Source: an optimization exercise on an open RTL-to-GDS flow (aim: small area). Production flows keep margins and buffers that such runs may drop. In this exercise RTL edits were held to simulation tests only and were not proved equivalent to the original.

==> try-xenon: inputs <==
## m_branch_target_buffer
module m_branch_target_buffer #(
    parameter int unsigned IDX_W    = 6,
    parameter int unsigned TAG_W    = 8,
    parameter logic [1:0]  CNT_INIT = 2'b10
) (
    input  logic        clk,
    input  logic        rst,
    input  logic        ce,
    input  logic        lookup_en,
    input  logic [31:0] lookup_pc,
    output logic        pred_hit,
    output logic        pred_taken,
    output logic [31:0] pred_target,
    input  logic        upd_en,
    input  logic [31:0] upd_pc,
    input  logic        upd_taken,
    input  logic [31:0] upd_target,
    input  logic        upd_mispredict,
    output logic [31:0] hit_cnt,
    output logic [31:0] mispredict_cnt
);
==> module m_branch_target_buffer, before the edit <==
module m_branch_target_buffer #(
    parameter int unsigned IDX_W    = 6,
    parameter int unsigned TAG_W    = 8,
    parameter logic [1:0]  CNT_INIT = 2'b10
) (
    input  logic        clk,
    input  logic        rst,
    input  logic        ce,
    input  logic        lookup_en,
    input  logic [31:0] lookup_pc,
    output logic        pred_hit,
    output logic        pred_taken,
    output logic [31:0] pred_target,
    input  logic        upd_en,
    input  logic [31:0] upd_pc,
    input  logic        upd_taken,
    input  logic [31:0] upd_target,
    input  logic        upd_mispredict,
    output logic [31:0] hit_cnt,
    output logic [31:0] mispredict_cnt
);
    localparam int unsigned ENTRIES = 2 ** IDX_W;
    localparam int unsigned TAG_LO  = IDX_W + 2;
    localparam int unsigned TAG_HI  = IDX_W + TAG_W + 1;
    logic [ENTRIES-1:0] valid_q;
    logic [TAG_W-1:0]   tag_q [ENTRIES];
    logic [31:0]        tgt_q [ENTRIES];
    logic [1:0]         ctr_q [ENTRIES];
    logic [IDX_W-1:0]   lk_idx, upd_idx;
    logic [TAG_W-1:0]   lk_tag, upd_tag;
    logic               upd_hit, wr_en;
    logic [1:0]         ctr_nxt, wr_ctr;
    logic [31:0]        wr_tgt;
    logic               bypass, rd_valid, lk_hit;
    logic [TAG_W-1:0]   rd_tag;
    logic [31:0]        rd_tgt;
    logic [1:0]         rd_ctr;
    logic               pred_hit_q, pred_hit_d;
    logic               pred_taken_q, pred_taken_d;
    logic [31:0]        pred_target_q, pred_target_d;
    logic [31:0]        hit_cnt_q, hit_cnt_d;
    logic [31:0]        mis_cnt_q, mis_cnt_d;
    logic               unused_pc_bits;
    assign lk_idx  = lookup_pc[IDX_W+1:2];
    assign lk_tag  = lookup_pc[TAG_HI:TAG_LO];
    assign upd_idx = upd_pc[IDX_W+1:2];
    assign upd_tag = upd_pc[TAG_HI:TAG_LO];
    assign unused_pc_bits = ^{lookup_pc[31:TAG_HI+1], lookup_pc[1:0],
                              upd_pc[31:TAG_HI+1], upd_pc[1:0]};
    m_sat_counter2 u_upd_ctr (
        .ctr   (ctr_q[upd_idx]),
        .taken (upd_taken),
        .next  (ctr_nxt)
    );
    always_comb begin
        upd_hit = valid_q[upd_idx] && (tag_q[upd_idx] == upd_tag);
        wr_en   = ce && upd_en && (upd_hit || upd_taken);
        wr_ctr  = upd_hit ? ctr_nxt : CNT_INIT;
        wr_tgt  = upd_taken ? upd_target : tgt_q[upd_idx];
    end
    always_ff @(posedge clk or posedge rst) begin
        if (rst) begin
            valid_q <= '0;
        end else if (wr_en) begin
            valid_q[upd_idx] <= 1'b1;
        end
    end
    always_ff @(posedge clk) begin
        if (wr_en) begin
            tag_q[upd_idx] <= upd_tag;
            tgt_q[upd_idx] <= wr_tgt;
            ctr_q[upd_idx] <= wr_ctr;
        end
    end
    always_comb begin
        bypass   = wr_en && (upd_idx == lk_idx);
        rd_valid = bypass ? 1'b1    : valid_q[lk_idx];
        rd_tag   = bypass ? upd_tag : tag_q[lk_idx];
        rd_tgt   = bypass ? wr_tgt  : tgt_q[lk_idx];
        rd_ctr   = bypass ? wr_ctr  : ctr_q[lk_idx];
        lk_hit   = rd_valid && (rd_tag == lk_tag);
    end
    always_comb begin
        pred_hit_d    = pred_hit_q;
        pred_taken_d  = pred_taken_q;
        pred_target_d = pred_target_q;
        hit_cnt_d     = hit_cnt_q;
        mis_cnt_d     = mis_cnt_q;
        if (ce && lookup_en) begin
            pred_hit_d    = lk_hit;
            pred_taken_d  = lk_hit && rd_ctr[1];
            pred_target_d = lk_hit ? rd_tgt : 32'h0;
            if (lk_hit && (hit_cnt_q != 32'hFFFF_FFFF)) hit_cnt_d = hit_cnt_q + 32'd1;
        end
        if (ce && upd_en && upd_mispredict && (mis_cnt_q != 32'hFFFF_FFFF)) begin
            mis_cnt_d = mis_cnt_q + 32'd1;
        end
    end
    always_ff @(posedge clk or posedge rst) begin
        if (rst) begin
            pred_hit_q    <= 1'b0;
            pred_taken_q  <= 1'b0;
            pred_target_q <= 32'h0;
            hit_cnt_q     <= 32'h0;
            mis_cnt_q     <= 32'h0;
        end else begin
            pred_hit_q    <= pred_hit_d;
            pred_taken_q  <= pred_taken_d;
            pred_target_q <= pred_target_d;
            hit_cnt_q     <= hit_cnt_d;
            mis_cnt_q     <= mis_cnt_d;
        end
    end
    assign pred_hit       = pred_hit_q;
    assign pred_taken     = pred_taken_q;
    assign pred_target    = pred_target_q;
    assign hit_cnt        = hit_cnt_q;
    assign mispredict_cnt = mis_cnt_q;
endmodule
export LEC_CHECK = 0
export CAP_MARGIN = 20
export CORE_MARGIN = 2
export CORE_UTILIZATION = 40
export SLEW_MARGIN = 20
create_clock -name core_clock -period 5.0 [get_ports {clk}]
run.sh (not shown) runs the stock make flow with config.mk's settings and CLKGATE_MAP_FILE= SYNTH_SCRIPT=/design/flow/synth_recipe.tcl, a recipe that flattens the netlist after the stock synthesis.
==> inputs of try-willow, as changes to try-xenon <==
==> flow/design.v (replaced) <==
package proc_pkg;
    localparam logic [1:0]  BTB_CNT_SNT = 2'd0;
    localparam logic [1:0]  BTB_CNT_WNT = 2'd1;
    localparam logic [1:0]  BTB_CNT_WT  = 2'd2;
    localparam logic [1:0]  BTB_CNT_ST  = 2'd3;
    localparam logic [4:0]  OPC_BRANCH  = 5'b11000;
    localparam logic [31:0] NOP_INSTR   = 32'h0000_0013;
    localparam logic [31:0] HALT_INSTR  = 32'h000f_0033;
endpackage
module m_sat_counter2 (
    input  logic [1:0] ctr,
    input  logic       taken,
    output logic [1:0] next
);
    always_comb begin
        next = ctr;
        if (taken) begin
            if (ctr != proc_pkg::BTB_CNT_ST) next = ctr + 2'd1;
        end else begin
            if (ctr != proc_pkg::BTB_CNT_SNT) next = ctr - 2'd1;
        end
    end
endmodule
module m_branch_target_buffer #(
    parameter int unsigned IDX_W    = 6,
    parameter int unsigned TAG_W    = 8,
    parameter logic [1:0]  CNT_INIT = 2'b10
) (
    input  logic        clk,
    input  logic        rst,
    input  logic        ce,
    input  logic        lookup_en,
    input  logic [31:0] lookup_pc,
    output logic        pred_hit,
    output logic        pred_taken,
    output logic [31:0] pred_target,
    input  logic        upd_en,
    input  logic [31:0] upd_pc,
    input  logic        upd_taken,
    input  logic [31:0] upd_target,
    input  logic        upd_mispredict,
    output logic [31:0] hit_cnt,
    output logic [31:0] mispredict_cnt
);
    localparam int unsigned ENTRIES = 2 ** IDX_W;
    localparam int unsigned TAG_LO  = IDX_W + 2;
    localparam int unsigned TAG_HI  = IDX_W + TAG_W + 1;
    logic [ENTRIES-1:0] valid_q;
    logic [TAG_W-1:0]   tag_q [ENTRIES];
    logic [31:0]        tgt_q [ENTRIES];
    logic [1:0]         ctr_q [ENTRIES];
    logic [IDX_W-1:0]   lk_idx, upd_idx;
    logic [TAG_W-1:0]   lk_tag, upd_tag;
    logic [ENTRIES-1:0] lk_sel, upd_sel;
    logic               t_we, c_we, upd_hit;
    logic               u_valid;
    logic [TAG_W-1:0]   u_tag;
    logic [1:0]         u_ctr, ctr_nxt, wr_ctr;
    logic               r_valid, r_ctr1;
    logic [TAG_W-1:0]   r_tag;
    logic [31:0]        r_tgt;
    logic               same_idx, byp_t, byp_c, lk_hit, rd_ctr1;
    logic [31:0]        rd_tgt;
    logic               pred_hit_q, pred_taken_q;
    logic [31:0]        pred_target_q;
    logic [31:0]        hit_cnt_q, mis_cnt_q;
    logic               unused_pc_bits;
    assign lk_idx  = lookup_pc[IDX_W+1:2];
    assign lk_tag  = lookup_pc[TAG_HI:TAG_LO];
    assign upd_idx = upd_pc[IDX_W+1:2];
    assign upd_tag = upd_pc[TAG_HI:TAG_LO];
    assign unused_pc_bits = ^{lookup_pc[31:TAG_HI+1], lookup_pc[1:0],
                              upd_pc[31:TAG_HI+1], upd_pc[1:0]};
    always_comb begin
        for (int i = 0; i < ENTRIES; i++) begin
            lk_sel[i]  = (lk_idx == i[IDX_W-1:0]);
            upd_sel[i] = (upd_idx == i[IDX_W-1:0]);
        end
    end
    always_comb begin
        u_valid = 1'b0;
        u_tag   = '0;
        u_ctr   = '0;
        for (int i = 0; i < ENTRIES; i++) begin
            u_valid = u_valid | (upd_sel[i] & valid_q[i]);
            u_tag   = u_tag   | ({TAG_W{upd_sel[i]}} & tag_q[i]);
            u_ctr   = u_ctr   | ({2{upd_sel[i]}} & ctr_q[i]);
        end
    end
    m_sat_counter2 u_upd_ctr (
        .ctr   (u_ctr),
        .taken (upd_taken),
        .next  (ctr_nxt)
    );
    always_comb begin
        upd_hit = u_valid && (u_tag == upd_tag);
        t_we    = ce && upd_en && upd_taken;
        c_we    = ce && upd_en && (upd_hit || upd_taken);
        wr_ctr  = upd_hit ? ctr_nxt : CNT_INIT;
    end
    for (genvar g = 0; g < ENTRIES; g++) begin : g_ent
        always_ff @(posedge clk or posedge rst) begin
            if (rst) begin
                valid_q[g] <= 1'b0;
            end else if (t_we && upd_sel[g]) begin
                valid_q[g] <= 1'b1;
            end
        end
        always_ff @(posedge clk) begin
            if (t_we && upd_sel[g]) begin
                tag_q[g] <= upd_tag;
                tgt_q[g] <= upd_target;
            end
        end
        always_ff @(posedge clk) begin
            if (c_we && upd_sel[g]) begin
                ctr_q[g] <= wr_ctr;
            end
        end
    end
    always_comb begin
        r_valid = 1'b0;
        r_tag   = '0;
        r_tgt   = '0;
        r_ctr1  = 1'b0;
        for (int i = 0; i < ENTRIES; i++) begin
            r_valid = r_valid | (lk_sel[i] & valid_q[i]);
            r_tag   = r_tag   | ({TAG_W{lk_sel[i]}} & tag_q[i]);
            r_tgt   = r_tgt   | ({32{lk_sel[i]}} & tgt_q[i]);
            r_ctr1  = r_ctr1  | (lk_sel[i] & ctr_q[i][1]);
        end
    end
    always_comb begin
        same_idx = (upd_idx == lk_idx);
        byp_t    = t_we && same_idx;
        byp_c    = c_we && same_idx;
        lk_hit   = byp_t ? (upd_tag == lk_tag) : (r_valid && (r_tag == lk_tag));
        rd_tgt   = byp_t ? upd_target : r_tgt;
        rd_ctr1  = byp_c ? wr_ctr[1] : r_ctr1;
    end
    always_ff @(posedge clk or posedge rst) begin
        if (rst) begin
            pred_hit_q    <= 1'b0;
            pred_taken_q  <= 1'b0;
            pred_target_q <= 32'h0;
        end else if (ce && lookup_en) begin
            pred_hit_q    <= lk_hit;
            pred_taken_q  <= lk_hit && rd_ctr1;
            pred_target_q <= lk_hit ? rd_tgt : 32'h0;
        end
    end
    always_ff @(posedge clk or posedge rst) begin
        if (rst) begin
            hit_cnt_q <= 32'h0;
        end else if (ce && lookup_en && lk_hit && (hit_cnt_q != 32'hFFFF_FFFF)) begin
            hit_cnt_q <= hit_cnt_q + 32'd1;
        end
    end
    always_ff @(posedge clk or posedge rst) begin
        if (rst) begin
            mis_cnt_q <= 32'h0;
        end else if (ce && upd_en && upd_mispredict && (mis_cnt_q != 32'hFFFF_FFFF)) begin
            mis_cnt_q <= mis_cnt_q + 32'd1;
        end
    end
    assign pred_hit       = pred_hit_q;
    assign pred_taken     = pred_taken_q;
    assign pred_target    = pred_target_q;
    assign hit_cnt        = hit_cnt_q;
    assign mispredict_cnt = mis_cnt_q;
endmodule
Settings changed: CORE_UTILIZATION 40 to 70, CTS_BUF_LIST set to sky130_fd_sc_hd__clkbuf_8, PLACE_DENSITY set to 0.82.
==> comparison table <==
                                                                                    try-xenon                 try-willow
Outcome                                                                        finished clean  aborted with a tool error
Stage where the flow stopped                                                                -   global routing (5_1_grt)
Synth Area in Simple Gates                                                             0.0329                      0.104
Yosys warning total                                                                         2                          5
Effective utilization at floorplan                                                      0.402                      0.706
Count of distinct cell types in the synthesized netlist                                    89                         76
Routability congestion estimate from global placement                                   0.949                       1.10
Xor and xnor fraction of the mapped netlist area                                      0.00616                    0.00698
Post-synthesis adder-cell area fraction                                              0.000580                   0.000317
Clock tree root buffer cell                                        sky130_fd_sc_hd__clkbuf_16  sky130_fd_sc_hd__clkbuf_8
Mean post-synth cell area                                                          17.2 sq um                 15.8 sq um
Clock buffers created by TritonCTS                                                        310                        428
Post-synthesis sequential area ratio                                                    0.655                      0.768
Synthesized area                                                                  0.129 sq mm                0.110 sq mm
HPWL reported at the end of detailed placement                                      346000 um                  303000 um
Minimum setup slack after placement                                                 -0.692 ns                   -1.26 ns
Fraction of synthesized cell area taken by the top area cell type                       0.624                      0.731
Share of the synthesized area in compound gates (AO/OA/AOI/OAI)                        0.0914                     0.0978
Cell Count Post-Placement                                                               12300                       9359
Height of the die                                                                      573 um                     401 um
Net count after synthesis                                                                7609                       7114
Mux contribution to synthesized area                                                    0.192                    0.00450
Standard cell area after detailed placement                                       0.148 sq mm                0.120 sq mm
Die boundary width                                                                     573 um                     401 um
Number of cell rows                                                                       208                        145
Post-synthesis cell count                                                                7500                       7009

re-timing with driven ports:
In the flow no input, the clock included, has a driving cell. The finished layout below was timed again as built, in two steps.
Step 1 (the two cells are an assumption about what drives the block):
set clk [get_ports {clk}]
set_driving_cell -lib_cell sky130_fd_sc_hd__clkbuf_16 $clk
set_driving_cell -lib_cell sky130_fd_sc_hd__buf_2 [delete_from_list [all_inputs] $clk]
Step 2 moves the port delays by t, midway between the first and last clock arrival at a register: inputs arrive t later, outputs are due t later. That takes back most of the time a late clock gives input paths.
Three values: no drivers, after step 1, after step 2; two values: the first two.
run: try-xenon
t, ns: 1.041
setup WS [ns]: 0.090 / 0.157 / -0.884
pins driven straight from the clock port: 1
With both steps, setup timing fails in try-xenon, where it was met with ideal ports. For try-xenon, drivers alone change the setup slack by +0.067 ns; drivers and shift together by -0.974 ns.
